Source: an optimization exercise on an open RTL-to-GDS flow (aim: small area and a short achievable clock period). Production flows keep margins and buffers that such runs may drop. In this exercise RTL edits were held to simulation tests only and were not proved equivalent to the original. Power is estimated from default activity; no workload was simulated.

==> flow/design.v <==
`default_nettype none
package uart_ring_pkg;
  localparam logic MODE_DRAIN  = 1'b0;
  localparam logic MODE_REPLAY = 1'b1;
endpackage
`default_nettype wire
`default_nettype none
module uart_ring_ram (
  input  logic        i_clk,
  input  logic [15:0] i_we_hi_n,
  input  logic [15:0] i_we_lo_n,
  input  logic [7:0]  i_wr_data,
  input  logic [7:0]  i_rd_hi,
  input  logic [31:0] i_rd_lo,
  output logic [7:0]  o_rd_data
);
  logic [255:0][7:0] r_mem;
  for (genvar r = 0; r < 256; r++) begin : g_row
    always_ff @(posedge i_clk) begin
      if (!(i_we_hi_n[r / 16] || i_we_lo_n[r % 16])) begin
        r_mem[r] <= i_wr_data;
      end
    end
  end
  logic [7:0][7:0] w_grp;
  logic [3:0][7:0] w_qtr;
  logic [3:0][7:0] r_qtr;
  always_comb begin
    for (int k = 0; k < 4; k++) begin
      w_qtr[k] = '0;
      for (int i = 2 * k; i < 2 * k + 2; i++) begin
        w_grp[i] = '0;
        for (int j = 0; j < 32; j++) begin
          w_grp[i] = w_grp[i] | ({8{i_rd_lo[j]}} & r_mem[32 * i + j]);
        end
        w_qtr[k] = w_qtr[k] | ({8{i_rd_hi[i]}} & w_grp[i]);
      end
    end
  end
  always_ff @(posedge i_clk) begin
    r_qtr <= w_qtr;
  end
  assign o_rd_data = r_qtr[0] | r_qtr[1] | r_qtr[2] | r_qtr[3];
endmodule
`default_nettype wire
`default_nettype none
module uart_ring_dump_ctrl #(
  parameter int   DATA_W    = 8,
  parameter int   ADDR_W    = 8,
  parameter logic KEY_PRESS = 1'b0
) (
  input  logic              Clk,
  input  logic              Rst,
  input  logic              Rx_done,
  input  logic [DATA_W-1:0] Rx_byte,
  input  logic              Key_flag,
  input  logic              Key_state,
  input  logic              Mode,
  input  logic              Tx_done,
  output logic              Tx_en,
  output logic [DATA_W-1:0] Tx_data,
  output logic              Busy,
  output logic              Empty,
  output logic              Full,
  output logic [ADDR_W:0]   Count,
  output logic              Overflow
);
  logic        r_busy;        
  logic        r_idle;        
  logic        r_s_rd;
  logic        r_s_wait;
  logic        r_s_send;
  logic        r_s_wtx;
  logic [8:0]  r_count;       
  logic        r_full;
  logic        r_nempty;
  logic        r_empty;       
  logic [8:0]  r_count_n;     
  logic [8:0]  w_count;
  logic        r_overflow;
  logic        r_mode;
  logic [8:0]  r_remain;      
  logic        r_last;        
  logic [7:0]  r_rd_ptr;      
  logic [7:0]  r_scan_hi;     
  logic [31:0] r_scan_lo;
  logic [7:0]  r_wr_ptr;      
  logic [7:0]  r_wr_data;     
  logic [15:0] r_we_hi_n;     
  logic [15:0] r_we_lo_n;     
  logic [7:0]  r_tx_data;     
  logic [7:0]  r_tx_data_n;   
  logic [7:0]  w_q;
  logic w_full, w_inc, w_drop, w_start, w_go, w_pop, w_fin, w_dec;
  assign w_count = ~r_count_n;
  assign w_full  = w_count[8];
  assign w_inc   = Rx_done && !w_full;
  assign w_drop  = Rx_done && w_full;
  assign w_start = r_idle && Key_flag && (Key_state == KEY_PRESS);
  assign w_go    = w_start && !r_empty;
  assign w_pop   = r_s_wtx && Tx_done;
  assign w_fin   = w_pop && r_last;
  assign w_dec   = w_pop && (r_mode == uart_ring_pkg::MODE_DRAIN);
  function automatic logic [15:0] f_dec4(input logic [3:0] a);
    f_dec4 = 16'd1 << a;
  endfunction
  function automatic logic [7:0] f_dec3(input logic [2:0] a);
    f_dec3 = 8'd1 << a;
  endfunction
  function automatic logic [31:0] f_dec5(input logic [4:0] a);
    f_dec5 = 32'd1 << a;
  endfunction
  function automatic logic [2:0] f_enc8(input logic [7:0] h);
    f_enc8 = '0;
    for (int i = 0; i < 8; i++) begin
      if (h[i]) f_enc8 = f_enc8 | 3'(i);
    end
  endfunction
  function automatic logic [4:0] f_enc32(input logic [31:0] h);
    f_enc32 = '0;
    for (int i = 0; i < 32; i++) begin
      if (h[i]) f_enc32 = f_enc32 | 5'(i);
    end
  endfunction
  uart_ring_ram u_ram (
    .i_clk     (Clk),
    .i_we_hi_n (r_we_hi_n),
    .i_we_lo_n (r_we_lo_n),
    .i_wr_data (r_wr_data),
    .i_rd_hi   (r_scan_hi),
    .i_rd_lo   (r_scan_lo),
    .o_rd_data (w_q)
  );
  always_ff @(posedge Clk or posedge Rst) begin
    if (Rst) begin
      r_busy   <= 1'b0;
      r_idle   <= 1'b1;
      r_s_rd   <= 1'b0;
      r_s_wait <= 1'b0;
      r_s_send <= 1'b0;
      r_s_wtx  <= 1'b0;
    end else begin
      r_busy   <= w_go || (!r_idle && !w_fin);
      r_idle   <= !w_go && (r_idle || w_fin);
      r_s_rd   <= w_go || (w_pop && !r_last);
      r_s_wait <= r_s_rd;
      r_s_send <= r_s_wait;
      r_s_wtx  <= r_s_send || (r_s_wtx && !Tx_done);
    end
  end
  always_ff @(posedge Clk or posedge Rst) begin
    if (Rst) begin
      r_count   <= '0;
      r_full    <= 1'b0;
      r_nempty  <= 1'b0;
      r_empty   <= 1'b1;
      r_count_n <= '1;
    end else if (w_inc && !w_dec) begin
      r_count   <= w_count + 9'd1;
      r_full    <= (w_count == 9'd255);
      r_nempty  <= 1'b1;
      r_empty   <= 1'b0;
      r_count_n <= ~(w_count + 9'd1);
    end else if (w_dec && !w_inc) begin
      r_count   <= w_count - 9'd1;
      r_full    <= 1'b0;
      r_nempty  <= (w_count != 9'd1);
      r_empty   <= (w_count == 9'd1);
      r_count_n <= ~(w_count - 9'd1);
    end
  end
  always_ff @(posedge Clk or posedge Rst) begin
    if (Rst) begin
      r_overflow <= 1'b0;
    end else if (w_drop) begin
      r_overflow <= 1'b1;
    end else if (w_start) begin
      r_overflow <= 1'b0;
    end
  end
  always_ff @(posedge Clk) begin
    if (r_idle) begin
      r_mode    <= Mode;
      r_remain  <= w_count;
      r_scan_hi <= f_dec3(r_rd_ptr[7:5]);
      r_scan_lo <= f_dec5(r_rd_ptr[4:0]);
    end else if (r_s_wait) begin
      r_remain  <= r_remain - 9'd1;
      r_last    <= (r_remain == 9'd1);
      r_scan_lo <= {r_scan_lo[30:0], r_scan_lo[31]};
      if (r_scan_lo[31]) r_scan_hi <= {r_scan_hi[6:0], r_scan_hi[7]};
    end
  end
  always_ff @(posedge Clk or posedge Rst) begin
    if (Rst) begin
      r_rd_ptr <= '0;
    end else if (!r_idle && (r_mode == uart_ring_pkg::MODE_DRAIN)) begin
      r_rd_ptr <= {f_enc8(r_scan_hi), f_enc32(r_scan_lo)};
    end
  end
  always_ff @(posedge Clk) begin
    r_wr_data <= Rx_byte;
    r_we_hi_n <= ~f_dec4(r_wr_ptr[7:4]);
    r_we_lo_n <= ~(f_dec4(r_wr_ptr[3:0]) & {16{w_inc}});
  end
  always_ff @(posedge Clk or posedge Rst) begin
    if (Rst) begin
      r_wr_ptr <= '0;
    end else if (w_inc) begin
      r_wr_ptr <= r_wr_ptr + 8'd1;
    end
  end
  always_ff @(posedge Clk or posedge Rst) begin
    if (Rst) begin
      r_tx_data   <= '0;
      r_tx_data_n <= '1;
    end else if (r_s_wait) begin
      r_tx_data   <= w_q;
      r_tx_data_n <= ~w_q;
    end else begin
      r_tx_data   <= ~r_tx_data_n;
    end
  end
  assign Tx_en    = r_s_send;
  assign Tx_data  = r_tx_data;
  assign Busy     = r_busy;
  assign Empty    = !r_nempty;
  assign Full     = r_full;
  assign Count    = r_count;
  assign Overflow = r_overflow;
endmodule
`default_nettype wire
==> flow/run.sh <==
#!/bin/bash
# synth_recipe.tcl (not shown) runs the flow's synth.tcl, then flattens the netlist and writes it again
# the make line also repeats each setting of config.mk as NAME=value (left out here)
make -C /OpenROAD-flow-scripts/flow DESIGN_CONFIG=/design/flow/config.mk WORK_HOME=/design/flow/orfs CLKGATE_MAP_FILE= SYNTH_SCRIPT=/design/flow/synth_recipe.tcl finish
==> flow/config.mk <==
export PLATFORM = sky130hd
export DESIGN_NAME = uart_ring_dump_ctrl
export DESIGN_NICKNAME = uart_ring_dump_ctrl
export VERILOG_FILES = /design/flow/design.v
export SDC_FILE = /design/flow/constraint.sdc
export NUM_CORES = 4
export LEC_CHECK = 0
export CAP_MARGIN = 25
export CORE_MARGIN = 2
export CORE_UTILIZATION = 75
export CTS_CLUSTER_DIAMETER = 60
export CTS_CLUSTER_SIZE = 30
export SETUP_SLACK_MARGIN = 4.3
export SLEW_MARGIN = 25
==> flow/constraint.sdc <==
create_clock -name core_clock -period 7.0 [get_ports {Clk}]
set_input_delay 1.4000 -clock core_clock [delete_from_list [all_inputs] [get_ports {Clk}]]
set_output_delay 1.4000 -clock core_clock [all_outputs]
set_load 0.01 [all_outputs]
==> results of run 1 <==
kinds of logic (layout without fill, tap and decap cells):
| family | Yosys count | after routing | share of synthesized area (%) |
|---|---|---|---|
| adder cells (fa/ha/maj) | 13 | 13 | 0.202 |
| AO/OA/AOI/OAI | 1159 | 1159 | 11.1 |
| XOR/XNOR | 28 | 28 | 0.305 |
| buffers and inverters | 360 | 491 | 1.80 |
| flip-flops | 2231 | 2231 | 82.1 |
| AND/OR/NAND/NOR | 707 | 707 | 4.38 |
| multiplexers | 13 | 13 | 0.174 |
| other | 0 | 3 | 0 |
synth_stat cells, types with 6 or more instances:
master        n
dfrtp_1      41
xnor2_1      16
edfxtp_1   2099
dfstp_2      19
nand4_1     204
o21ai_0      38
nand2_1      64
o41ai_1      18
buf_1       115
dfxtp_1      72
a221oi_1    119
nor3_1       15
o2bb2ai_1    21
mux2_2        8
xor2_1       12
clkbuf_1    152
buf_2        45
nand3b_1      7
nor2_1      283
a22o_1      119
ha_1         13
o21ai_1       6
a22oi_1     786
nand3_1      51
o22ai_1      26
nor4_1       52
inv_1        41
a21oi_1      12
state kept, by name (all words and copies together), names as in the netlist, 8 cells and up:
name	cells
r_rd_ptr	8
r_wr_data	8
r_remain	9
r_tx_data	8
r_count_n	9
r_we_lo_n	16
r_we_hi_n	16
r_scan_lo	32
u_ram.r_mem	2048
u_ram.r_qtr	32
r_scan_hi	8
r_tx_data_n	8
r_count	9
r_wr_ptr	8
power by group through the flow:
| stage | logic (W) | clock network, W | registers, W |
|---|---|---|---|
| after floorplan | 0.000814 | 0 | 0.0151 |
| after global placement | 0.00162 | 0 | 0.0151 |
| after detailed placement | 0.00165 | 0 | 0.0151 |
| after CTS | 0.00167 | 0.00873 | 0.0148 |
| after global routing | 0.00180 | 0.00915 | 0.0148 |
| final | 0.00179 | 0.00879 | 0.0148 |
layout make-up:
class                   instances  share of cell area [%]
flip-flops and latches       2231                    75.2
multi-input cells            1920                    15.4
clock buffers                 162                    4.19
well taps                    1403                    2.00
repair buffers                203                    1.88
clock inverters                83                    1.10
inverters                      43                   0.191
diodes                          3                 0.00855
through the flow:
stage	std cells	hold WS, ns
2_1_floorplan	4511	0.331
3_3_place_gp	5780	0.332
3_5_place_dp	5785	0.348
4_1_cts	6039	0.371
5_1_grt	6045	0.379
6_report	6048	0.374
layer usage:
| layer | GRT usage [%] | up-vias |
|---|---|---|
| li1 | - | 18617 |
| met1 | 61.4 | 23846 |
| met2 | 66.2 | 5452 |
| met3 | 14.6 | 1030 |
| met4 | 24.7 | 12 |
| met5 | 0.347 | - |
worst paths after layout:
kind                       slack [ns]                       to  depth (start not counted)                   start
max in group asynchronous        5.03   r_tx_data[4]$_DFF_PP0_                          3                     Rst
max                              4.18               Tx_data[4]                          1  r_tx_data[4]$_DFF_PP0_
max reg2reg                      4.24  u_ram.r_qtr[22]$_DFF_P_                          7  r_scan_lo[9]$_DFFE_PP_
min in group asynchronous        1.22   r_tx_data[0]$_DFF_PP0_                          3                     Rst
min                              0.37       r_s_wait$_DFF_PP0_                          0        r_s_rd$_DFF_PP0_
min reg2reg                      0.37       r_s_wait$_DFF_PP0_                          0        r_s_rd$_DFF_PP0_
timing repair:
action                     4_1_cts  5_1_grt
hold buffers                     0        0
pin swaps                        2        4
setup endpoints to repair       47       43
buffers inserted                 9        2
gates resized for setup        128       26
==> flow_metrics.env, run 1 <==
export IMPL_layout_common_cells="2,099 x edfxtp_1, 786 x a22oi_1, 205 x nor2_1"
export IMPL_hold_viol=0
export IMPL_grt_pass1_vias=46541
export IMPL_synthFlopType="edfxtp_1"
export IMPL_tns_ns=0
export IMPL_via_count=48957
export IMPL_multi_input_area_um2=13500
export IMPL_regArea_um2=66000
export IMPL_min_period_ns=2.82
export IMPL_p_per_area_nw_per_um2=289
export IMPL_rsz0062_at_grt="true"
export IMPL_intPower_w=0.0194
export IMPL_die_area_um2=110000
export IMPL_seqPwrFrac_pct=58.4
export IMPL_drive_above_1_share_pct=12.4
export IMPL_required_ns=5.60
export IMPL_critPathCaptureType="output port"
export IMPL_seq_area_frac_synth_pct=82.1
export IMPL_synth_top_area_share_pct=78.4
export IMPL_synthArstFlopShare_pct=2.69
export IMPL_crit_type="reg -> out"
export IMPL_yosys_area_top_type="edfxtp_1"
export IMPL_clk_pin_slew_ns=0.09
export IMPL_maxCapViolCount=0
export IMPL_io_pins=37
export IMPL_nFillCells=5093
export IMPL_fin_ws_ns=4.18
export IMPL_portBuffers=36
export IMPL_final_max_slew_viol_count=0
export IMPL_slew_headroom_pct=21.0
export IMPL_place_area_um2=82700
export IMPL_final_core_util_pct=82.2
export IMPL_fmax_mhz=354
export IMPL_critical_path_buf_inv_count=1
export IMPL_wl_per_cell_um=41.0
export IMPL_start_util_pct=75.3
export IMPL_grt_antenna_before_repair=6
export IMPL_yosys_top_cells_area="edfxtp_1 78%, a22oi_1 7.3%, dfxtp_1 1.8%, nand4_1 1.6%, nor2_1 1.3%"
export IMPL_syn2layout_area_growth_pct=9.21
export IMPL_switching_share_pct=23.6
export IMPL_p_leak_nw=27.5
export IMPL_met1_length_mm=78.4
export IMPL_wl_met2_mm=109
export IMPL_yosysUniqueCellTypes=55
export IMPL_ctsRootBufferMaster="clkbuf_16"
export IMPL_avgSynthCellArea_um2=17.8
export IMPL_dpl_hpwl_mm=142
export IMPL_p_comb_share_pct=7.0
export IMPL_syn_area_um2=80400
export IMPL_setup_viol=0
export IMPL_wl_met3_mm=43.3
export IMPL_cts_tree="done"
export IMPL_gr_usage_all_layers_pct=45.1
export IMPL_rows=120
export IMPL_routabilityCongestion=0.934
export IMPL_skew_ns=0.0354
export IMPL_first_pass_iters=8
export IMPL_path_cells="buf_6"
export IMPL_grt_max_degree=209
export IMPL_clkPwrFrac_pct=34.6
export IMPL_critPathMaxStageDelay_ns=0.48
export IMPL_crit_family="flip-flops"
export IMPL_fin_area_um2=87800
export IMPL_worst_pin_slew_ns=1.18
export IMPL_ys_ff_latch=2231
export IMPL_routed_wl_mm=248
export IMPL_htree_num_levels=4
export IMPL_hold_class="reg -> reg"
export IMPL_core_um2=107000
export IMPL_drc=0
export IMPL_mostFrequentLayoutCell="edfxtp_1"
export IMPL_syn_inst=4511
export IMPL_synth_yosys_warnings=2
export IMPL_nNetsFinal=4565
export IMPL_clock_latency_ns=0.80
export IMPL_top_layer="met5"
export IMPL_cts_sinks=2231
export IMPL_path_max_fanout=1
export IMPL_clockBufferDepth=3
export IMPL_grt_pass1_wl_mm=342
export IMPL_grt_overflow=0
export IMPL_synth_nets=4539
export IMPL_crit_arrival_ns=1.42
export IMPL_die_h_um=331
export IMPL_switching_power_w=0.00599
export IMPL_slowest_stage="dfrtp_2"
export IMPL_dp_slack_ns=3.48
export IMPL_first_iter_violations=10738
export IMPL_cp_start_kind="register"
export IMPL_fp_dieW_um=331
export IMPL_fin_crit_sh_pct=40.4
export IMPL_synth_edf_count=2099
export IMPL_ant_nets=0
export IMPL_numCtsBuffers=138
export IMPL_status="timing/DRC/antenna clean"
export IMPL_drt_vias_per_instance=8.09
export IMPL_vdd_ir_drop_max_mv=0.288
export IMPL_power_total_w=0.0254
==> inputs of run 2 (changes only) <==
--- a/flow/design.v
+++ b/flow/design.v
@@ -23,24 +23,24 @@
     end
   end
   logic [7:0][7:0] w_grp;
-  logic [3:0][7:0] w_qtr;
-  logic [3:0][7:0] r_qtr;
+  logic [7:0][7:0] r_grp;
   always_comb begin
-    for (int k = 0; k < 4; k++) begin
-      w_qtr[k] = '0;
-      for (int i = 2 * k; i < 2 * k + 2; i++) begin
-        w_grp[i] = '0;
-        for (int j = 0; j < 32; j++) begin
-          w_grp[i] = w_grp[i] | ({8{i_rd_lo[j]}} & r_mem[32 * i + j]);
-        end
-        w_qtr[k] = w_qtr[k] | ({8{i_rd_hi[i]}} & w_grp[i]);
+    for (int i = 0; i < 8; i++) begin
+      w_grp[i] = '0;
+      for (int j = 0; j < 32; j++) begin
+        w_grp[i] = w_grp[i] | ({8{i_rd_lo[j]}} & r_mem[32 * i + j]);
       end
     end
   end
   always_ff @(posedge i_clk) begin
-    r_qtr <= w_qtr;
-  end
-  assign o_rd_data = r_qtr[0] | r_qtr[1] | r_qtr[2] | r_qtr[3];
+    r_grp <= w_grp;
+  end
+  always_comb begin
+    o_rd_data = '0;
+    for (int i = 0; i < 8; i++) begin
+      o_rd_data = o_rd_data | ({8{i_rd_hi[i]}} & r_grp[i]);
+    end
+  end
 endmodule
 `default_nettype wire
 `default_nettype none
==> run 2 against run 1 <==
Hold slack lost 0.0096 ns. Die area grew 1.3%. Via count grew 0.17%. Global-route usage shrank 0.25 points. Clock power grew 1%. Sequential share of layout area grew 0.48 points. Final cell count grew 0.50%. Sequential cell count grew 32. Core utilization shrank 0.20 points. Largest power group unchanged. Worst setup slack lost 0.012 ns. Sequential power is essentially flat. Design area grew 0.32%.
==> flow_metrics.env, run 2 <==
export IMPL_reg2reg_from="r_scan_lo[26]$_DFFE_PP_"
export IMPL_tns_ns=0
export IMPL_seq_area_frac_synth_pct=81.8
export IMPL_clk_pin_slew_ns=0.09
export IMPL_cts_tree="done"
export IMPL_wl_met2_mm=110
export IMPL_synth_nets=4593
export IMPL_fin_crit_sh_pct=40.5
export IMPL_first_pass_iters=9
export IMPL_cts_hold_buf=0
export IMPL_yosys_top_cells_area="edfxtp_1 77%, a22oi_1 9.6%, dfxtp_1 2.6%, nand4_1 2.1%, nor2_1 1.3%"
export IMPL_fp_dieW_um=334
export IMPL_maxCapViolCount=0
export IMPL_p_leak_nw=27.5
export IMPL_synthArstFlopShare_pct=2.65
export IMPL_routabilityCongestion=0.890
export IMPL_skew_ns=0.0365
export IMPL_worst_pin_slew_ns=1.20
export IMPL_holdPathEnd="r_s_wait$_DFF_PP0_"
export IMPL_drt_vias_per_instance=8.07
export IMPL_fmax_mhz=352
export IMPL_wl_met3_mm=45.6
export IMPL_hold_class="reg -> reg"
export IMPL_met1_length_mm=80.1
export IMPL_drive_above_1_share_pct=11.7
export IMPL_status="timing/DRC/antenna clean"
export IMPL_setup_viol=0
export IMPL_syn_inst=4565
export IMPL_clockBufferDepth=3
export IMPL_hold_path_startpoint="r_s_rd$_DFF_PP0_"
export IMPL_ant_nets=0
export IMPL_die_h_um=334
export IMPL_r2r_end="u_ram.r_grp[16]$_DFF_P_"
export IMPL_hold_viol=0
export IMPL_syn_area_um2=81400
export IMPL_io_pins=37
export IMPL_grt_pass1_wl_mm=343
export IMPL_die_area_um2=111000
export IMPL_dpl_hpwl_mm=138
export IMPL_final_core_util_pct=82.1
export IMPL_slew_headroom_pct=20.3
export IMPL_yosysMostFrequentCell="edfxtp_1"
export IMPL_htree_num_levels=4
export IMPL_largest_reg_flops=2048
export IMPL_nFillCells=5202
export IMPL_start_util_pct=75.9
export IMPL_largestRegisters="u_ram.r_mem: 2048 flops, u_ram.r_grp: 64 flops, r_scan_lo: 32 flops"
export IMPL_p_per_area_nw_per_um2=292
export IMPL_synth_top_area_share_pct=77.4
export IMPL_rows=120
export IMPL_portBuffers=36
export IMPL_critPathCaptureType="register"
export IMPL_grt_pass1_vias=45843
export IMPL_r2r_cells=4
export IMPL_core_um2=107000
export IMPL_yosysUniqueCellTypes=52
export IMPL_regArea_um2=66700
export IMPL_avgSynthCellArea_um2=17.8
export IMPL_yosys_area_top_type="edfxtp_1"
export IMPL_ys_ff_latch=2263
export IMPL_path_max_fanout=54
export IMPL_nNetsFinal=4590
export IMPL_rsz0062_at_grt="true"
export IMPL_crit_arrival_ns=3.48
export IMPL_synthFlopType="edfxtp_1"
export IMPL_cp_start_kind="register"
export IMPL_final_max_slew_viol_count=0
export IMPL_wl_per_cell_um=40.9
export IMPL_grt_antenna_before_repair=11
export IMPL_numCtsBuffers=136
export IMPL_first_iter_violations=10459
export IMPL_ys_top_cells_by_count="2,099 x edfxtp_1, 1,042 x a22oi_1, 284 x nor2_1, 271 x nand4_1, 175 x clkbuf_1"
export IMPL_gr_usage_all_layers_pct=44.9
export IMPL_crit_type="reg -> reg"
export IMPL_grt_max_degree=209
export IMPL_synth_edf_count=2099
export IMPL_required_ns=7.64
export IMPL_mostFrequentLayoutCell="edfxtp_1"
export IMPL_min_period_ns=2.84
export IMPL_vdd_ir_drop_max_mv=0.339
export IMPL_routed_wl_mm=249
export IMPL_via_count=49038
export IMPL_cts_sinks=2263
export IMPL_top_layer="met5"
export IMPL_syn2layout_area_growth_pct=8.16
export IMPL_clock_latency_ns=0.80
export IMPL_grt_overflow=0
export IMPL_ctsRootBufferMaster="clkbuf_16"
export IMPL_layout_common_cells="2,099 x edfxtp_1, 1,042 x a22oi_1, 271 x nand4_1"
export IMPL_largest_register="u_ram.r_mem"
export IMPL_synth_yosys_warnings=2
export IMPL_hold_depth=0
export IMPL_drc=0
export IMPL_multi_input_area_um2=13300
export IMPL_reg2reg_slack_ns=4.16
[run 2: cell count changes in the layout (fill, tap and decap cells not counted), moves of 28 or more]
cell	delta
a221oi_1	-108
a22o_1	-111
a22oi_1	+256
dfxtp_1	+31
nand4_1	+67
nor4_1	-28
or4_1	+63
[run 2: worst max-delay path by stage]
stage                                        from                 endpoint  slack (ns)  cells past startpoint
after floorplan                           Rx_done   r_count[8]$_DFFE_PP0P_        4.25                      7
after global placement                    Tx_done   r_count[8]$_DFFE_PP0P_        3.65                      6
after detailed placement                  Rx_done   r_count[6]$_DFFE_PP0P_        3.63                      8
after CTS                  r_count[7]$_DFFE_PP0P_                 Count[7]        4.23                      1
after global routing       r_count[7]$_DFFE_PP0P_                 Count[7]        4.24                      1
final                     r_scan_lo[26]$_DFFE_PP_  u_ram.r_grp[16]$_DFF_P_        4.16                      4
[run 2: layout make-up]
cell class                 count  share of cell area (%)
timing repair buffer         185                    1.68
inverter                      31                   0.142
tap                         1403                    1.99
clock buffer                 155                    4.14
antenna                        5                  0.0142
clock inverter                91                    1.22
multi-input combinational   1945                    15.1
sequential                  2263                    75.7
[run 2: power breakdown]
group          internal (W)  switching (W)
Sequential           0.0149       0.000158
Combinational      0.000447        0.00139
Clock               0.00431        0.00459
Total                0.0196        0.00614
[run 2: worst max-delay path: stages (launching register included)]
cell	delay (ns)
edfxtp_1	0.75
buf_4	0.61
a22oi_1	0.34
nand4_1	0.33
or4_1	0.61
[run 2: layer usage]
metal / track usage, % / vias up
li1: - / 18730
met1: 62.9 / 23980
met2: 64.7 / 5419
met3: 15.6 / 893
met4: 21.0 / 16
met5: 0 / -
[run 2: through the flow]
step / instances / power, W / hold WS, ns / instance area, um^2 / worst slack [ns]
floorplan: 4565 / 0.0163 / 0.331 / 81500 / 4.25
global placement: 5813 / 0.0170 / 0.332 / 83000 / 3.65
detailed placement: 5815 / 0.0171 / 0.345 / 83200 / 3.63
CTS: 6065 / 0.0256 / 0.363 / 87900 / 4.23
global route: 6073 / 0.0262 / 0.375 / 88100 / 4.24
finish: 6078 / 0.0258 / 0.364 / 88100 / 4.16
[run 2: timing repair]
item                                    CTS  global route
gates resized for setup                  89             4
endpoints found under the setup margin   26            24
buffers inserted                          4             4
[run 2: kinds of logic (layout without fill, tap and decap cells)]
| group | after synthesis | count (layout) | synth area share (%) |
|---|---|---|---|
| muxes | 10 | 10 | 0.123 |
| buffers and inverters | 357 | 462 | 2.16 |
| DFF | 2263 | 2263 | 81.8 |
| other | 0 | 5 | 0 |
| and+or+nand+nor | 752 | 752 | 4.88 |
| AOI/OAI and AO/OA | 1143 | 1143 | 10.5 |
| adders and majority gates | 13 | 13 | 0.200 |
| xor gates and xnor gates | 27 | 27 | 0.290 |
==> inputs of run 3 (changes only) <==
--- a/flow/design.v
+++ b/flow/design.v
@@ -23,24 +23,24 @@
     end
   end
   logic [7:0][7:0] w_grp;
-  logic [7:0][7:0] r_grp;
+  logic [3:0][7:0] w_qtr;
+  logic [3:0][7:0] r_qtr;
   always_comb begin
-    for (int i = 0; i < 8; i++) begin
-      w_grp[i] = '0;
-      for (int j = 0; j < 32; j++) begin
-        w_grp[i] = w_grp[i] | ({8{i_rd_lo[j]}} & r_mem[32 * i + j]);
+    for (int k = 0; k < 4; k++) begin
+      w_qtr[k] = '0;
+      for (int i = 2 * k; i < 2 * k + 2; i++) begin
+        w_grp[i] = '0;
+        for (int j = 0; j < 32; j++) begin
+          w_grp[i] = w_grp[i] | ({8{i_rd_lo[j]}} & r_mem[32 * i + j]);
+        end
+        w_qtr[k] = w_qtr[k] | ({8{i_rd_hi[i]}} & w_grp[i]);
       end
     end
   end
   always_ff @(posedge i_clk) begin
-    r_grp <= w_grp;
-  end
-  always_comb begin
-    o_rd_data = '0;
-    for (int i = 0; i < 8; i++) begin
-      o_rd_data = o_rd_data | ({8{i_rd_hi[i]}} & r_grp[i]);
-    end
-  end
+    r_qtr <= w_qtr;
+  end
+  assign o_rd_data = r_qtr[0] | r_qtr[1] | r_qtr[2] | r_qtr[3];
 endmodule
 `default_nettype wire
 `default_nettype none
@@ -82,6 +82,8 @@
   logic [8:0]  r_remain;      
   logic        r_last;        
   logic [7:0]  r_rd_ptr;      
+  logic [7:0]  r_scan;        
+  logic [7:0]  w_scan_next;
   logic [7:0]  r_scan_hi;     
   logic [31:0] r_scan_lo;
   logic [7:0]  r_wr_ptr;      
@@ -110,18 +112,6 @@
   function automatic logic [31:0] f_dec5(input logic [4:0] a);
     f_dec5 = 32'd1 << a;
   endfunction
-  function automatic logic [2:0] f_enc8(input logic [7:0] h);
-    f_enc8 = '0;
-    for (int i = 0; i < 8; i++) begin
-      if (h[i]) f_enc8 = f_enc8 | 3'(i);
-    end
-  endfunction
-  function automatic logic [4:0] f_enc32(input logic [31:0] h);
-    f_enc32 = '0;
-    for (int i = 0; i < 32; i++) begin
-      if (h[i]) f_enc32 = f_enc32 | 5'(i);
-    end
-  endfunction
   uart_ring_ram u_ram (
     .i_clk     (Clk),
     .i_we_hi_n (r_we_hi_n),
@@ -182,20 +172,30 @@
     if (r_idle) begin
       r_mode    <= Mode;
       r_remain  <= w_count;
-      r_scan_hi <= f_dec3(r_rd_ptr[7:5]);
-      r_scan_lo <= f_dec5(r_rd_ptr[4:0]);
     end else if (r_s_wait) begin
       r_remain  <= r_remain - 9'd1;
       r_last    <= (r_remain == 9'd1);
-      r_scan_lo <= {r_scan_lo[30:0], r_scan_lo[31]};
-      if (r_scan_lo[31]) r_scan_hi <= {r_scan_hi[6:0], r_scan_hi[7]};
-    end
+    end
+  end
+  always_comb begin
+    if (r_idle) begin
+      w_scan_next = r_rd_ptr;
+    end else if (r_s_wait) begin
+      w_scan_next = r_scan + 8'd1;
+    end else begin
+      w_scan_next = r_scan;
+    end
+  end
+  always_ff @(posedge Clk) begin
+    r_scan    <= w_scan_next;
+    r_scan_hi <= f_dec3(w_scan_next[7:5]);
+    r_scan_lo <= f_dec5(w_scan_next[4:0]);
   end
   always_ff @(posedge Clk or posedge Rst) begin
     if (Rst) begin
       r_rd_ptr <= '0;
     end else if (!r_idle && (r_mode == uart_ring_pkg::MODE_DRAIN)) begin
-      r_rd_ptr <= {f_enc8(r_scan_hi), f_enc32(r_scan_lo)};
+      r_rd_ptr <= r_scan;
     end
   end
   always_ff @(posedge Clk) begin
==> run 3 against run 2 <==
Non-clock buffer count is 18 lower. Maximum frequency grew 1.4%. Sequential cell count shrank 24. Combinational power is essentially flat. Total power rose by 1.8%. Register-to-register slack gained 0.04 ns. Highest routed layer unchanged. Synthesized cell count decreased by 1.4%. Final cell count is 1.0% lower. Core utilization hardly changed. First-iteration DRC count is 3.4% lower. Die area decreased by 1.4%.
==> flow_metrics.env, run 3 <==
export IMPL_status="timing/DRC/antenna clean"
export IMPL_setup_viol=0
export IMPL_drive_above_1_share_pct=13.0
export IMPL_rows=120
export IMPL_synth_nets=4530
export IMPL_grt_max_degree=199
export IMPL_syn_area_um2=80300
export IMPL_regArea_um2=65900
export IMPL_tns_ns=0
export IMPL_grt_overflow=0
export IMPL_skew_ns=0.0294
export IMPL_synth_edf_count=2059
export IMPL_worst_pin_slew_ns=1.19
export IMPL_largestRegisters="u_ram.r_mem: 2048 flops, r_scan_lo: 32 flops, u_ram.r_qtr: 32 flops"
export IMPL_ys_ff_latch=2239
export IMPL_via_count=48496
export IMPL_largest_register="u_ram.r_mem"
export IMPL_avgSynthCellArea_um2=17.8
export IMPL_wl_per_cell_um=41.0
export IMPL_clk_pin_slew_ns=0.08
export IMPL_clkPwrFrac_pct=35.2
export IMPL_drt_vias_per_instance=8.06
export IMPL_p_comb_share_pct=7.1
export IMPL_ctsRootBufferMaster="clkbuf_16"
export IMPL_dpl_hpwl_mm=143
export IMPL_yosys_top_cells_area="edfxtp_1 77%, a22oi_1 7.4%, dfxtp_1 3.0%, nand4_1 1.5%, nor2_1 1.5%"
export IMPL_hold_class="reg -> reg"
export IMPL_critPathMaxStageDelay_ns=0.82
export IMPL_required_ns=7.59
export IMPL_p_leak_nw=27.0
export IMPL_first_pass_iters=8
export IMPL_yosysUniqueCellTypes=58
export IMPL_start_util_pct=75.3
export IMPL_p_per_area_nw_per_um2=300
export IMPL_maxCapViolCount=0
export IMPL_first_iter_violations=10107
export IMPL_slowest_stage="o41ai_1"
export IMPL_htree_num_levels=4
export IMPL_cp_start_kind="register"
export IMPL_synth_yosys_warnings=2
export IMPL_crit_type="reg -> reg"
export IMPL_crit_arrival_ns=3.39
export IMPL_clockBufferDepth=3
export IMPL_path_max_fanout=38
export IMPL_io_pins=37
export IMPL_grt_pass1_wl_mm=338
export IMPL_numCtsBuffers=140
export IMPL_grt_pass1_vias=45417
export IMPL_die_h_um=331
export IMPL_mostFrequentLayoutCell="edfxtp_1"
export IMPL_critPathCaptureType="register"
export IMPL_vdd_ir_drop_max_mv=0.325
export IMPL_cts_sinks=2239
export IMPL_fin_crit_sh_pct=40.0
export IMPL_seqPwrFrac_pct=57.7
export IMPL_hold_viol=0
export IMPL_largest_reg_flops=2048
export IMPL_yosysMostFrequentCell="edfxtp_1"
export IMPL_power_total_w=0.0262
export IMPL_fmax_mhz=357
export IMPL_multi_input_area_um2=13400
export IMPL_intPower_w=0.0199
export IMPL_path_cells="buf_4 -> a22oi_1 -> nand4_1 -> o41ai_1 -> nand2_1"
export IMPL_yosys_area_top_type="edfxtp_1"
export IMPL_min_period_ns=2.80
export IMPL_rsz0062_at_grt="true"
export IMPL_drc=0
export IMPL_nNetsFinal=4524
export IMPL_fp_dieW_um=331
export IMPL_routed_wl_mm=246
export IMPL_synthFlopType="edfxtp_1"
export IMPL_synth_top_area_share_pct=77.0
export IMPL_nFillCells=5179
export IMPL_routabilityCongestion=0.926
export IMPL_syn_inst=4501
export IMPL_clock_latency_ns=0.80
export IMPL_layout_common_cells="2,059 x edfxtp_1, 789 x a22oi_1, 233 x nor2_1"
export IMPL_slew_headroom_pct=20.5
export IMPL_die_area_um2=110000
export IMPL_final_max_slew_viol_count=0
export IMPL_switching_share_pct=24.0
export IMPL_synthArstFlopShare_pct=2.68
export IMPL_seq_area_frac_synth_pct=81.9
export IMPL_switching_power_w=0.00628
export IMPL_core_um2=107000
export IMPL_ys_top_cells_by_count="2,059 x edfxtp_1, 789 x a22oi_1, 320 x nor2_1, 197 x nand4_1, 123 x buf_2"
export IMPL_gr_usage_all_layers_pct=45.4
export IMPL_grt_antenna_before_repair=3
export IMPL_ant_nets=0
export IMPL_cts_tree="done"
export IMPL_syn2layout_area_growth_pct=8.99
export IMPL_portBuffers=36
run 3: changes by cell type after synthesis, sizes merged, moves of 55 or more:
cell / before / now
buf: 151 / 206
or4: 65 / 3
clkbuf: 175 / 109
a22oi: 1042 / 789
a221oi: 8 / 118
a22o: 8 / 118
nand4: 271 / 198
run 3: worst paths after layout:
kind                                          from                 endpoint  slack [ns]  cells past startpoint
min in group asynchronous                      Rst   r_tx_data[0]$_DFF_PP0_        1.24                      3
max reg2reg                r_scan_lo[0]$_SDFF_PP0_  u_ram.r_qtr[18]$_DFF_P_        4.20                      5
max                        r_scan_lo[0]$_SDFF_PP0_  u_ram.r_qtr[18]$_DFF_P_        4.20                      5
min                               r_s_rd$_DFF_PP0_       r_s_wait$_DFF_PP0_        0.36                      0
max in group asynchronous                      Rst         r_busy$_DFF_PP0_        5.16                      3
min reg2reg                       r_s_rd$_DFF_PP0_       r_s_wait$_DFF_PP0_        0.36                      0
run 3: layout make-up:
class / instances / area share [%]
multi-input combinational: 1921 / 15.3
antenna: 7 / 0.0200
timing repair buffer: 167 / 1.50
clock buffer: 154 / 4.21
clock inverter: 98 / 1.49
tap: 1403 / 2.01
inverter: 26 / 0.130
sequential: 2239 / 75.3
run 3: through the flow:
stage                     utilization (%)  worst slack (ns)  cell area, um^2  instances  hold WS [ns]
after floorplan                         -              4.18            80400       4501         0.331
after global placement               77.0              3.41            82100       5744         0.338
after detailed placement             77.2              3.34            82300       5750         0.354
after CTS                            81.9              4.12            87300       6006         0.362
after global routing                 82.1              4.21            87500       6008         0.365
final                                82.1              4.20            87500       6015         0.355
run 3: critical path, delay by kind of cell, from the launching register on:
kind / cells / cell delay, ns
AND/OR/NAND/NOR: 2 / 0.52
buffers and inverters: 1 / 0.39
AO/OA/AOI/OAI: 2 / 1.02
flip-flops: 1 / 0.63
run 3: logic make-up after synthesis:
| group | share of synthesized area, % |
|---|---|
| AND/OR/NAND/NOR | 4.33 |
| AO/OA/AOI/OAI | 11.0 |
| XOR/XNOR | 0.349 |
| buffers and inverters | 1.90 |
| adder cells (fa/ha/maj) | 0.218 |
| flip-flops | 81.9 |
| multiplexers | 0.313 |
run 3: metal layers:
metal	part of all wire, %	up-vias	global-route usage, %
li1	-	18419	-
met1	32	23894	62.2
met2	45	5212	67.1
met3	16	965	13.6
met4	6.3	6	24.2
met5	0.016	-	0
run 3: power groups by stage:
stage / registers (W) / logic (W) / clock network (W)
floorplan: 0.0152 / 0.000978 / 0
global placement: 0.0154 / 0.00173 / 0
detailed placement: 0.0154 / 0.00176 / 0
CTS: 0.0151 / 0.00175 / 0.00918
global route: 0.0151 / 0.00190 / 0.00963
finish: 0.0151 / 0.00186 / 0.00924
run 3: timing repair:
| item | 4_1_cts | 5_1_grt |
|---|---|---|
| hold buffers | 0 | 0 |
| buffers inserted | 4 | 0 |
| cloned | 0 | 0 |
| hold endpoints to repair | 0 | 0 |
| setup endpoints to repair | 31 | 39 |
| pin swaps | 1 | 3 |
| gates resized for setup | 93 | 18 |
==> inputs of run 4 (changes only) <==
--- a/flow/design.v
+++ b/flow/design.v
@@ -9,7 +9,7 @@
   input  logic        i_clk,
   input  logic [15:0] i_we_hi_n,
   input  logic [15:0] i_we_lo_n,
-  input  logic [7:0]  i_wr_data,
+  input  logic [3:0][7:0] i_wr_data,   
   input  logic [7:0]  i_rd_hi,
   input  logic [31:0] i_rd_lo,
   output logic [7:0]  o_rd_data
@@ -18,29 +18,29 @@
   for (genvar r = 0; r < 256; r++) begin : g_row
     always_ff @(posedge i_clk) begin
       if (!(i_we_hi_n[r / 16] || i_we_lo_n[r % 16])) begin
-        r_mem[r] <= i_wr_data;
+        r_mem[r] <= i_wr_data[r / 64];
       end
     end
   end
   logic [7:0][7:0] w_grp;
-  logic [3:0][7:0] w_qtr;
-  logic [3:0][7:0] r_qtr;
+  logic [7:0][7:0] r_grp;
   always_comb begin
-    for (int k = 0; k < 4; k++) begin
-      w_qtr[k] = '0;
-      for (int i = 2 * k; i < 2 * k + 2; i++) begin
-        w_grp[i] = '0;
-        for (int j = 0; j < 32; j++) begin
-          w_grp[i] = w_grp[i] | ({8{i_rd_lo[j]}} & r_mem[32 * i + j]);
-        end
-        w_qtr[k] = w_qtr[k] | ({8{i_rd_hi[i]}} & w_grp[i]);
+    for (int i = 0; i < 8; i++) begin
+      w_grp[i] = '0;
+      for (int j = 0; j < 32; j++) begin
+        w_grp[i] = w_grp[i] | ({8{i_rd_lo[j]}} & r_mem[32 * i + j]);
       end
     end
   end
   always_ff @(posedge i_clk) begin
-    r_qtr <= w_qtr;
-  end
-  assign o_rd_data = r_qtr[0] | r_qtr[1] | r_qtr[2] | r_qtr[3];
+    r_grp <= w_grp;
+  end
+  always_comb begin
+    o_rd_data = '0;
+    for (int i = 0; i < 8; i++) begin
+      o_rd_data = o_rd_data | ({8{i_rd_hi[i]}} & r_grp[i]);
+    end
+  end
 endmodule
 `default_nettype wire
 `default_nettype none
@@ -88,6 +88,9 @@
   logic [31:0] r_scan_lo;
   logic [7:0]  r_wr_ptr;      
   logic [7:0]  r_wr_data;     
+  logic [7:0]  r_wr_data_b;   
+  logic [7:0]  r_wr_data_c_n; 
+  logic [7:0]  r_wr_data_d_n;
   logic [15:0] r_we_hi_n;     
   logic [15:0] r_we_lo_n;     
   logic [7:0]  r_tx_data;     
@@ -116,7 +119,7 @@
     .i_clk     (Clk),
     .i_we_hi_n (r_we_hi_n),
     .i_we_lo_n (r_we_lo_n),
-    .i_wr_data (r_wr_data),
+    .i_wr_data ({~r_wr_data_d_n, ~r_wr_data_c_n, r_wr_data_b, r_wr_data}),
     .i_rd_hi   (r_scan_hi),
     .i_rd_lo   (r_scan_lo),
     .o_rd_data (w_q)
@@ -198,8 +201,18 @@
       r_rd_ptr <= r_scan;
     end
   end
+  always_ff @(posedge Clk or posedge Rst) begin
+    if (Rst) begin
+      r_wr_data_b   <= '0;
+      r_wr_data_d_n <= '1;
+    end else begin
+      r_wr_data_b   <= Rx_byte;
+      r_wr_data_d_n <= ~Rx_byte;
+    end
+  end
   always_ff @(posedge Clk) begin
-    r_wr_data <= Rx_byte;
+    r_wr_data     <= Rx_byte;
+    r_wr_data_c_n <= ~Rx_byte;
     r_we_hi_n <= ~f_dec4(r_wr_ptr[7:4]);
     r_we_lo_n <= ~(f_dec4(r_wr_ptr[3:0]) & {16{w_inc}});
   end
--- a/flow/config.mk
+++ b/flow/config.mk
@@ -7,7 +7,7 @@
 export LEC_CHECK = 0
 export CAP_MARGIN = 25
 export CORE_MARGIN = 2
-export CORE_UTILIZATION = 75
+export CORE_UTILIZATION = 80
 export CTS_CLUSTER_DIAMETER = 60
 export CTS_CLUSTER_SIZE = 30
 export SETUP_SLACK_MARGIN = 4.3
==> run 4 against run 3 <==
Final cell count grew 0.38%. Count of clock-buffer cells in the layout grew 3. Critical path depth shrank 1. Synthesized cell count grew 2.5%. Combinational power grew 73%. Clock skew grew 0.014 ns. Via count grew 3.3%. Clock power shrank 6.0%. Maximum frequency grew 2.0%.
==> flow_metrics.env, run 4 <==
export IMPL_clk_pin_slew_ns=0.10
export IMPL_power_total_w=0.0282
export IMPL_status="timing/DRC/antenna clean"
export IMPL_clock_latency_ns=0.82
export IMPL_cp_start_kind="register"
export IMPL_rsz0062_at_grt="true"
export IMPL_grt_overflow=0
export IMPL_largest_reg_flops=2048
export IMPL_fp_dieW_um=323
export IMPL_slew_headroom_pct=18.6
export IMPL_clockBufferDepth=3
export IMPL_ys_top_cells_by_count="2,059 x edfxtp_1, 1,041 x a22oi_1, 276 x nor2_1, 269 x nand4_1, 232 x clkbuf_1"
export IMPL_nNetsFinal=4590
export IMPL_yosys_top_cells_area="edfxtp_1 76%, a22oi_1 9.6%, dfxtp_1 3.9%, nand4_1 2.1%, dfrtp_1 1.5%"
export IMPL_gr_usage_all_layers_pct=49.1
export IMPL_core_um2=101000
export IMPL_path_cells="buf_4 -> a22oi_1 -> nand4_1 -> or4_1"
export IMPL_intPower_w=0.0205
export IMPL_die_h_um=323
export IMPL_first_iter_violations=11939
export IMPL_avgSynthCellArea_um2=17.7
export IMPL_dp_slack_ns=3.61
export IMPL_htree_num_levels=4
export IMPL_crit_type="reg -> reg"
export IMPL_drt_vias_per_instance=8.29
export IMPL_yosysUniqueCellTypes=59
export IMPL_portBuffers=36
export IMPL_clkPwrFrac_pct=30.8
export IMPL_seq_area_frac_synth_pct=82.3
export IMPL_min_period_ns=2.74
export IMPL_start_util_pct=80.4
export IMPL_final_max_slew_viol_count=0
export IMPL_synthArstFlopShare_pct=3.31
export IMPL_drive_above_1_share_pct=11.7
export IMPL_hold_depth=0
export IMPL_rows=117
export IMPL_syn_area_um2=81400
export IMPL_layout_common_cells="2,059 x edfxtp_1, 1,041 x a22oi_1, 269 x nand4_1"
export IMPL_cts_sinks=2295
export IMPL_yosysMostFrequentCell="edfxtp_1"
export IMPL_crit_arrival_ns=3.33
export IMPL_synth_edf_count=2059
export IMPL_ant_nets=0
export IMPL_grt_pass1_vias=47415
export IMPL_grt_pass1_wl_mm=348
export IMPL_largestRegisters="u_ram.r_mem: 2048 flops, u_ram.r_grp: 64 flops, r_scan_lo: 32 flops"
export IMPL_tns_ns=0
export IMPL_dpl_hpwl_mm=138
export IMPL_cts_tree="done"
export IMPL_routabilityCongestion=0.935
export IMPL_switching_power_w=0.00775
export IMPL_syn2layout_area_growth_pct=8.09
export IMPL_maxCapViolCount=0
export IMPL_critPathMaxStageDelay_ns=0.73
export IMPL_mostFrequentLayoutCell="edfxtp_1"
export IMPL_setup_viol=0
export IMPL_synth_yosys_warnings=2
export IMPL_hold_class="reg -> reg"
export IMPL_synth_nets=4641
export IMPL_critPathCaptureType="register"
export IMPL_fmax_mhz=365
export IMPL_worst_pin_slew_ns=1.22
export IMPL_p_per_area_nw_per_um2=321
export IMPL_required_ns=7.59
export IMPL_wl_per_cell_um=41.8
export IMPL_slowest_stage="or4_1"
export IMPL_vdd_ir_drop_max_mv=0.284
export IMPL_path_max_fanout=38
export IMPL_seqPwrFrac_pct=57.8
export IMPL_numCtsBuffers=133
export IMPL_grt_antenna_before_repair=22
export IMPL_skew_ns=0.0430
export IMPL_hold_viol=0
export IMPL_routed_wl_mm=252
export IMPL_yosys_area_top_type="edfxtp_1"
export IMPL_largest_register="u_ram.r_mem"
export IMPL_synthFlopType="edfxtp_1"
export IMPL_die_area_um2=104000
export IMPL_synth_top_area_share_pct=76.0
export IMPL_via_count=50076
export IMPL_r2r_cells=4
export IMPL_p_comb_share_pct=11.4
export IMPL_syn_inst=4612
export IMPL_switching_share_pct=27.4
export IMPL_first_pass_iters=7
export IMPL_fin_crit_sh_pct=39.2
export IMPL_ctsRootBufferMaster="clkbuf_16"
export IMPL_ys_ff_latch=2295
export IMPL_p_leak_nw=27.0
export IMPL_io_pins=37
export IMPL_fin_ws_ns=4.26
export IMPL_cts_hold_buf=0
export IMPL_drc=0
export IMPL_grt_max_degree=65
==> run 4: what timing repair did <==
action,4_1_cts,5_1_grt
setup buffers,6,4
resized for setup,88,8
gates cloned,0,0
endpoints found under the setup margin,22,24
endpoints found under the hold margin,0,0
pin swaps,0,0
==> run 4: area by class of cell <==
type / count / area, um^2
Antenna cell: 6 / 15.0
Clock buffer: 157 / 3600
Clock inverter: 81 / 926
Fill cell: 4156 / 13300
Inverter: 53 / 231
Multi-Input combinational cell: 1939 / 13300
Sequential cell: 2295 / 67100
Tap cell: 1368 / 1710
Timing Repair Buffer: 139 / 1110
==> run 4: logic make-up after synthesis <==
| logic type | after synthesis | synth area share [%] |
|---|---|---|
| buffers and inverters | 378 | 1.77 |
| XOR/XNOR | 30 | 0.323 |
| AO/OA/AOI/OAI | 1114 | 10.2 |
| flip-flops | 2295 | 82.3 |
| adder cells (fa/ha/maj) | 14 | 0.215 |
| AND/OR/NAND/NOR | 763 | 4.95 |
| multiplexers | 18 | 0.234 |
==> run 4: worst max-delay path: cells and delay by family, from the launching register on <==
| kind | cells | cell delay [ns] |
|---|---|---|
| AND/OR/NAND/NOR | 2 | 1.11 |
| flip-flops | 1 | 0.58 |
| buffers and inverters | 1 | 0.50 |
| AO/OA/AOI/OAI | 1 | 0.28 |
==> run 4: per-stage QoR <==
step | hold WS, ns | utilization, % | std cells | area (um^2)
after floorplan | 0.331 | - | 4612 | 81500
after global placement | 0.336 | 82.0 | 5771 | 83000
after detailed placement | 0.346 | 82.2 | 5776 | 83200
after CTS | 0.351 | 86.6 | 6020 | 87700
after global routing | 0.373 | 86.8 | 6032 | 88000
final | 0.350 | 86.9 | 6038 | 88000
==> run 4: layer usage <==
layer / track usage, % / wire length (um)
met3: 20.1 / 47000
met5: 0 / 222
met1: 63.0 / 74600
met4: 32.6 / 20700
met2: 70.1 / 110000
==> run 4: worst paths after layout <==
check | startpoint | endpoint | slack [ns]
hold / removal | r_s_rd$_DFF_PP0_ | r_s_wait$_DFF_PP0_ | 0.35
setup / recovery | r_scan_lo[21]$_SDFF_PN0_ | u_ram.r_grp[58]$_DFF_P_ | 4.26
setup reg to reg | r_scan_lo[21]$_SDFF_PN0_ | u_ram.r_grp[58]$_DFF_P_ | 4.26
hold reg to reg | r_s_rd$_DFF_PP0_ | r_s_wait$_DFF_PP0_ | 0.35
min in group asynchronous | Rst | r_count[7]$_DFFE_PP0P_ | 0.96
max in group asynchronous | Rst | r_wr_data_b[6]$_DFF_PP0_ | 4.75
==> run 4: power groups by stage <==
stage	clock [W]	sequential, W	combinational (W)
2_1_floorplan	0	0.0159	0.00179
3_3_place_gp	0	0.0165	0.00284
3_5_place_dp	0	0.0165	0.00295
4_1_cts	0.00859	0.0162	0.00296
5_1_grt	0.00905	0.0163	0.00324
6_report	0.00869	0.0163	0.00322
==> inputs of run 5 (changes only) <==
--- a/flow/config.mk
+++ b/flow/config.mk
@@ -7,7 +7,7 @@
 export LEC_CHECK = 0
 export CAP_MARGIN = 25
 export CORE_MARGIN = 2
-export CORE_UTILIZATION = 80
+export CORE_UTILIZATION = 75
 export CTS_CLUSTER_DIAMETER = 60
 export CTS_CLUSTER_SIZE = 30
 export SETUP_SLACK_MARGIN = 4.3
==> run 5 against run 4 <==
Final cell count grew 0.63%. Design area up 0.11%. Synthesized cell count unchanged. Total power increased by 0.58%. Highest routed layer unchanged. Count of clock-buffer cells in the layout up 5. Largest cell class unchanged. Core utilization is 4.8 points lower.
==> flow_metrics.env, run 5 <==
export IMPL_core_um2=107000
export IMPL_synth_edf_count=2059
export IMPL_grt_pass1_vias=46093
export IMPL_gr_usage_all_layers_pct=45.1
export IMPL_drt_vias_per_instance=8.06
export IMPL_crit_arrival_ns=3.37
export IMPL_cts_hold_buf=0
export IMPL_synth_nets=4641
export IMPL_rows=120
export IMPL_largestRegisters="u_ram.r_mem: 2048 flops, u_ram.r_grp: 64 flops, r_scan_lo: 32 flops"
export IMPL_switching_share_pct=26.7
export IMPL_critPathMaxStageDelay_ns=0.74
export IMPL_status="timing/DRC/antenna clean"
export IMPL_drive_above_1_share_pct=12.0
export IMPL_syn_area_um2=81400
export IMPL_via_count=48956
export IMPL_p_per_area_nw_per_um2=322
export IMPL_vdd_ir_drop_max_mv=0.287
export IMPL_largest_reg_flops=2048
export IMPL_setup_viol=0
export IMPL_numCtsBuffers=139
export IMPL_maxCapViolCount=0
export IMPL_fp_dieW_um=333
export IMPL_fmax_mhz=362
export IMPL_crit_family="simple AND/OR/NAND/NOR gates"
export IMPL_synth_yosys_warnings=2
export IMPL_slew_headroom_pct=19.6
export IMPL_ys_ff_latch=2295
export IMPL_yosys_area_top_type="edfxtp_1"
export IMPL_critPathCaptureType="register"
export IMPL_die_h_um=333
export IMPL_drc=0
export IMPL_first_pass_iters=10
export IMPL_layout_common_cells="2,059 x edfxtp_1, 1,041 x a22oi_1, 269 x nand4_1"
export IMPL_wl_per_cell_um=41.0
export IMPL_avgSynthCellArea_um2=17.7
export IMPL_multi_input_area_um2=13300
export IMPL_place_area_um2=83300
export IMPL_p_leak_nw=27.0
export IMPL_htree_num_levels=4
export IMPL_nNetsFinal=4590
export IMPL_cp_start_kind="register"
export IMPL_rsz0062_at_grt="true"
export IMPL_tns_ns=0
export IMPL_yosys_top_cells_area="edfxtp_1 76%, a22oi_1 9.6%, dfxtp_1 3.9%, nand4_1 2.1%, dfrtp_1 1.5%"
export IMPL_largest_register="u_ram.r_mem"
export IMPL_yosysMostFrequentCell="edfxtp_1"
export IMPL_seq_area_frac_synth_pct=82.3
export IMPL_synth_top_area_share_pct=76.0
export IMPL_yosysUniqueCellTypes=59
export IMPL_p_comb_share_pct=11.1
export IMPL_routabilityCongestion=0.964
export IMPL_fin_area_um2=88100
export IMPL_min_period_ns=2.76
export IMPL_ant_nets=0
export IMPL_hold_class="reg -> reg"
export IMPL_critical_path_buf_inv_count=1
export IMPL_portBuffers=36
export IMPL_clkPwrFrac_pct=31.2
export IMPL_io_pins=37
export IMPL_cts_tree="done"
export IMPL_final_max_slew_viol_count=0
export IMPL_routed_wl_mm=249
export IMPL_crit_type="reg -> reg"
export IMPL_nFillCells=5231
export IMPL_path_max_fanout=36
export IMPL_required_ns=7.61
export IMPL_grt_pass1_wl_mm=343
export IMPL_ctsRootBufferMaster="clkbuf_16"
export IMPL_hold_viol=0
export IMPL_die_area_um2=111000
export IMPL_worst_pin_slew_ns=1.20
export IMPL_ys_top_cells_by_count="2,059 x edfxtp_1, 1,041 x a22oi_1, 276 x nor2_1, 269 x nand4_1, 232 x clkbuf_1"
export IMPL_grt_antenna_before_repair=10
export IMPL_grt_max_degree=65
export IMPL_slowest_stage="or4_1"
export IMPL_mostFrequentLayoutCell="edfxtp_1"
export IMPL_clock_latency_ns=0.80
export IMPL_synthFlopType="edfxtp_1"
export IMPL_intPower_w=0.0208
export IMPL_skew_ns=0.0329
export IMPL_first_iter_violations=10557
export IMPL_fin_crit_sh_pct=39.4
export IMPL_cts_sinks=2295
export IMPL_dpl_hpwl_mm=142
export IMPL_holdWs_ns=0.392
export IMPL_syn_inst=4612
export IMPL_seqPwrFrac_pct=57.7
export IMPL_syn2layout_area_growth_pct=8.22
export IMPL_clockBufferDepth=3
export IMPL_start_util_pct=75.8
export IMPL_grt_overflow=0
export IMPL_switching_power_w=0.00759
export IMPL_path_cells="buf_4 -> a22oi_1 -> nand4_1 -> or4_1"
export IMPL_clk_pin_slew_ns=0.08
export IMPL_regArea_um2=67100
export IMPL_synthArstFlopShare_pct=3.31
run 5: cell type report:
| class | count | area share (%) |
|---|---|---|
| sequential | 2295 | 76.2 |
| multi-input combinational | 1939 | 15.1 |
| clock buffer | 162 | 4.16 |
| tap | 1403 | 1.99 |
| timing repair buffer | 133 | 1.14 |
| clock inverter | 86 | 1.11 |
| inverter | 53 | 0.266 |
| antenna | 5 | 0.0142 |
run 5: logic make-up (layout without fill, tap and decap cells):
family,Yosys count,count (layout),share of synthesized area [%]
and+or+nand+nor,763,763,4.95
muxes,18,18,0.234
adders and majority gates,14,14,0.215
xor gates and xnor gates,30,30,0.323
DFF,2295,2295,82.3
other,0,5,0
AOI/OAI and AO/OA,1114,1114,10.2
buffers and inverters,378,434,1.77
run 5: through the flow:
step                std cells  utilization (%)  setup WS (ns)  total power [W]
finish                   6076             82.1           4.24           0.0284
global route             6071             82.0           4.26           0.0288
CTS                      6062             81.8           4.26           0.0281
detailed placement       5811             77.6           3.63           0.0196
global placement         5805             77.4           3.62           0.0195
floorplan                4612                -           4.21           0.0177
run 5: worst paths after layout:
kind / start / depth (start not counted) / endpoint / slack, ns
worst max-delay path: r_scan_lo[30]$_SDFF_PN0_ / 4 / u_ram.r_grp[46]$_DFF_P_ / 4.24
worst min-delay path: r_s_rd$_DFF_PP0_ / 0 / r_s_wait$_DFF_PP0_ / 0.39
worst max register to register: r_scan_lo[30]$_SDFF_PN0_ / 4 / u_ram.r_grp[46]$_DFF_P_ / 4.24
worst min register to register: r_s_rd$_DFF_PP0_ / 0 / r_s_wait$_DFF_PP0_ / 0.39
max in group asynchronous: Rst / 3 / r_wr_data_b[6]$_DFF_PP0_ / 4.69
min in group asynchronous: Rst / 2 / r_count[7]$_DFFE_PP0P_ / 1.15
run 5: what timing repair did:
| item | CTS | global route |
|---|---|---|
| hold endpoints to repair | 0 | 0 |
| buffers inserted | 3 | 5 |
| gates resized for setup | 88 | 5 |
| setup endpoints to repair | 22 | 20 |
run 5: layer usage:
layer / GRT usage [%] / vias to the layer above / wire length (um)
li1: - / 18667 / -
met1: 61.9 / 23994 / 79000
met2: 65.4 / 5312 / 109000
met3: 14.4 / 971 / 43900
met4: 24.8 / 12 / 16600
met5: 0 / - / 90
run 5: worst register-to-register path, delay by kind of cell, from the launching register on:
family,cells,cell delay [ns]
buffers and inverters,1,0.49
AND/OR/NAND/NOR,2,1.16
AO/OA/AOI/OAI,1,0.40
flip-flops,1,0.57
run 5: power groups by stage:
stage,logic [W],registers (W),clock network (W)
finish,0.00316,0.0164,0.00886
global route,0.00320,0.0164,0.00924
CTS,0.00295,0.0163,0.00881
detailed placement,0.00296,0.0166,0
global placement,0.00288,0.0166,0
floorplan,0.00179,0.0159,0
==> inputs of run 6 (changes only) <==
--- a/flow/config.mk
+++ b/flow/config.mk
@@ -7,8 +7,8 @@
 export LEC_CHECK = 0
 export CAP_MARGIN = 25
 export CORE_MARGIN = 2
-export CORE_UTILIZATION = 75
+export CORE_UTILIZATION = 80
 export CTS_CLUSTER_DIAMETER = 60
 export CTS_CLUSTER_SIZE = 30
-export SETUP_SLACK_MARGIN = 4.3
+export SETUP_SLACK_MARGIN = 4.4
 export SLEW_MARGIN = 25
==> run 6 against run 5 <==
Combinational power about the same. Count of clock-buffer cells in the layout down 10. Critical path depth shrank 3. Hold slack better by 0.012 ns. Sequential cell count is the same. Still clean. Wire length is 1.3% higher. First-iteration DRC count up 8.5%. Register-to-register slack better by 0.19 ns. Maximum frequency grew 0.70%. Die area is 6.2% lower. Sequential power hardly changed. Core utilization rose by 5.1 points. Highest routed layer unchanged.
==> flow_metrics.env, run 6 <==
export IMPL_routabilityCongestion=0.943
export IMPL_slew_headroom_pct=16.1
export IMPL_die_area_um2=104000
export IMPL_synth_nets=4641
export IMPL_fp_dieW_um=323
export IMPL_fmax_mhz=365
export IMPL_p_leak_nw=27.1
export IMPL_crit_type="reg -> out"
export IMPL_slowest_stage="dfrtp_1"
export IMPL_layout_common_cells="2,059 x edfxtp_1, 1,040 x a22oi_1, 269 x nand4_1"
export IMPL_rows=117
export IMPL_yosysUniqueCellTypes=59
export IMPL_ctsRootBufferMaster="clkbuf_16"
export IMPL_path_cells="buf_2"
export IMPL_grt_antenna_before_repair=16
export IMPL_final_max_slew_viol_count=0
export IMPL_critPathCaptureType="output port"
export IMPL_first_iter_violations=11459
export IMPL_crit_family="flip-flops"
export IMPL_synth_yosys_warnings=2
export IMPL_ys_top_cells_by_count="2,059 x edfxtp_1, 1,041 x a22oi_1, 276 x nor2_1, 269 x nand4_1, 232 x clkbuf_1"
export IMPL_routed_wl_mm=252
export IMPL_critPathMaxStageDelay_ns=0.41
export IMPL_drc=0
export IMPL_seq_area_frac_synth_pct=82.3
export IMPL_start_util_pct=80.4
export IMPL_power_total_w=0.0285
export IMPL_status="timing/DRC/antenna clean"
export IMPL_reg2reg_slack_ns=4.43
export IMPL_gr_usage_all_layers_pct=49.1
export IMPL_vdd_ir_drop_max_mv=0.357
export IMPL_synth_top_area_share_pct=76.0
export IMPL_wl_per_cell_um=41.8
export IMPL_grt_overflow=0
export IMPL_holdPathEnd="r_s_wait$_DFF_PP0_"
export IMPL_nNetsFinal=4586
export IMPL_avgSynthCellArea_um2=17.7
export IMPL_path_max_fanout=2
export IMPL_io_pins=37
export IMPL_synth_edf_count=2059
export IMPL_drt_vias_per_instance=8.32
export IMPL_r2r_end="u_ram.r_grp[52]$_DFF_P_"
export IMPL_clock_latency_ns=0.80
export IMPL_fin_crit_sh_pct=39.2
export IMPL_min_period_ns=2.74
export IMPL_cts_sinks=2295
export IMPL_yosys_area_top_type="edfxtp_1"
export IMPL_reg2reg_from="r_scan_lo[16]$_SDFF_PN0_"
export IMPL_hold_path_startpoint="r_s_rd$_DFF_PP0_"
export IMPL_mostFrequentLayoutCell="edfxtp_1"
export IMPL_required_ns=5.60
export IMPL_maxCapViolCount=0
export IMPL_portBuffers=36
export IMPL_syn2layout_area_growth_pct=8.42
export IMPL_synthFlopType="edfxtp_1"
export IMPL_grt_max_degree=65
export IMPL_cts_tree="done"
export IMPL_dp_cells=5776
export IMPL_hold_depth=0
export IMPL_skew_ns=0.0367
export IMPL_ant_nets=0
export IMPL_grt_pass1_vias=47853
export IMPL_cts_hold_buf=0
export IMPL_fin_area_um2=88300
export IMPL_critical_path_buf_inv_count=1
export IMPL_syn_inst=4612
export IMPL_largest_register="u_ram.r_mem"
export IMPL_place_area_um2=83200
export IMPL_htree_num_levels=4
export IMPL_worst_pin_slew_ns=1.25
export IMPL_synthArstFlopShare_pct=3.31
export IMPL_rsz0062_at_grt="true"
export IMPL_core_um2=101000
export IMPL_dpl_hpwl_mm=139
export IMPL_grt_pass1_wl_mm=348
export IMPL_via_count=50212
export IMPL_crit_arrival_ns=1.34
export IMPL_setup_viol=0
export IMPL_ys_ff_latch=2295
export IMPL_hold_viol=0
export IMPL_tns_ns=0
export IMPL_p_per_area_nw_per_um2=323
export IMPL_syn_area_um2=81400
export IMPL_cp_start_kind="register"
export IMPL_first_pass_iters=9
export IMPL_drive_above_1_share_pct=12.3
export IMPL_r2r_cells=4
export IMPL_die_h_um=323
export IMPL_clk_pin_slew_ns=0.10
export IMPL_clockBufferDepth=3
export IMPL_hold_class="reg -> reg"
export IMPL_yosysMostFrequentCell="edfxtp_1"
export IMPL_yosys_top_cells_area="edfxtp_1 76%, a22oi_1 9.6%, dfxtp_1 3.9%, nand4_1 2.1%, dfrtp_1 1.5%"
export IMPL_largestRegisters="u_ram.r_mem: 2048 flops, u_ram.r_grp: 64 flops, r_scan_lo: 32 flops"
export IMPL_largest_reg_flops=2048
export IMPL_stdcell_count=6037
export IMPL_holdWs_ns=0.404
export IMPL_numCtsBuffers=133
-- run 6: cell families after synthesis --
logic type	after synthesis	synth area share, %
flops	2295	82.3
compound gates	1114	10.2
simple gates	763	4.95
buf+inv	378	1.77
xor+xnor	30	0.323
mux	18	0.234
fa+ha+maj	14	0.215
-- run 6: power by group --
group | leakage [nW] | total (W) | internal (W) | switching [W]
logic | 4.11 | 0.00317 | 0.000995 | 0.00217
clock network | 2.31 | 0.00896 | 0.00417 | 0.00479
registers | 20.7 | 0.0164 | 0.0154 | 0.000916
total | 27.1 | 0.0285 | 0.0206 | 0.00788
-- run 6: metal layers --
layer / wire, um / part of all wire (%) / global-route usage [%]
met5: 146 / 0.058 / 0
met4: 18800 / 7.4 / 30.0
met3: 51500 / 20 / 22.7
met2: 108000 / 43 / 69.0
met1: 74000 / 29 / 63.3
-- run 6: worst max path at each step --
stage          cells past startpoint                      to  slack [ns]                   start
2_1_floorplan                      8  r_count[7]$_DFFE_PP0P_        4.21                 Tx_done
3_3_place_gp                       8  r_count[7]$_DFFE_PP0P_        3.62                 Tx_done
3_5_place_dp                       8  r_count[7]$_DFFE_PP0P_        3.63                 Tx_done
4_1_cts                            1                Count[7]        4.23  r_count[7]$_DFFE_PP0P_
5_1_grt                            1                Count[7]        4.22  r_count[7]$_DFFE_PP0P_
6_report                           1                Count[7]        4.26  r_count[7]$_DFFE_PP0P_
-- run 6: worst register-to-register path, cell delays in order, from the launching register on --
cell and delay [ns]:
dfxtp_4 0.87, buf_4 0.83, a22oi_1 0.33, nand4_1 0.20, or4_1 0.25
-- run 6: metrics by stage --
stage | utilization (%) | setup slack (ns)
6_report | 87.1 | 4.26
2_1_floorplan | - | 4.21
3_3_place_gp | 81.9 | 3.62
5_1_grt | 87.1 | 4.22
3_5_place_dp | 82.2 | 3.63
4_1_cts | 86.8 | 4.23
-- run 6: cell type report --
class,instances,area [um^2]
antenna,5,12.5
sequential,2295,67100
clock buffer,152,3630
multi-input combinational,1939,13300
timing repair buffer,135,1090
clock inverter,90,1140
tap,1368,1710
fill,4042,13000
inverter,53,231
-- run 6: repair_timing --
action                     in CTS  in global routing
setup endpoints to repair      22                 29
setup buffers                   7                  3
resized for setup              88                  9
pin swaps                       0                  2

-- static timing again, ports no longer ideal --
The results above use ideal ports. As a check the final layouts listed here were re-extracted and re-timed, cells and wires unchanged.
Step 1, drivers: a clkbuf_16 drives Clk and a buf_2 each remaining input, both assumed.
Step 2 also shifts input and output timing later by t, the mid clock arrival at the registers, as if the neighbouring blocks saw the same clock.
Slacks: no drivers / after step 1 / after step 2; pairs: no drivers / after step 1.
run | shift t [ns] | setup slack, ns | latest minus earliest clock arrival (ns)
run 1 | 0.857 | 4.175 / 4.101 / 3.890 | 0.044 / 0.044
run 2 | 0.849 | 4.163 / 4.163 / 3.594 | 0.049 / 0.049
run 3 | 0.863 | 4.201 / 4.174 / 3.753 | 0.039 / 0.039
run 4 | 0.867 | 4.257 / 4.203 / 3.509 | 0.052 / 0.052
run 5 | 0.859 | 4.240 / 4.203 / 3.606 | 0.037 / 0.037
run 6 | 0.861 | 4.259 / 4.178 / 3.916 | 0.047 / 0.047
After both steps setup and hold are still met in every run listed. The setup slack of run 4, which loses most, moves by -0.054 ns with the drivers and by -0.748 ns with both steps. The worst setup slack also covers recovery checks on asynchronous resets.
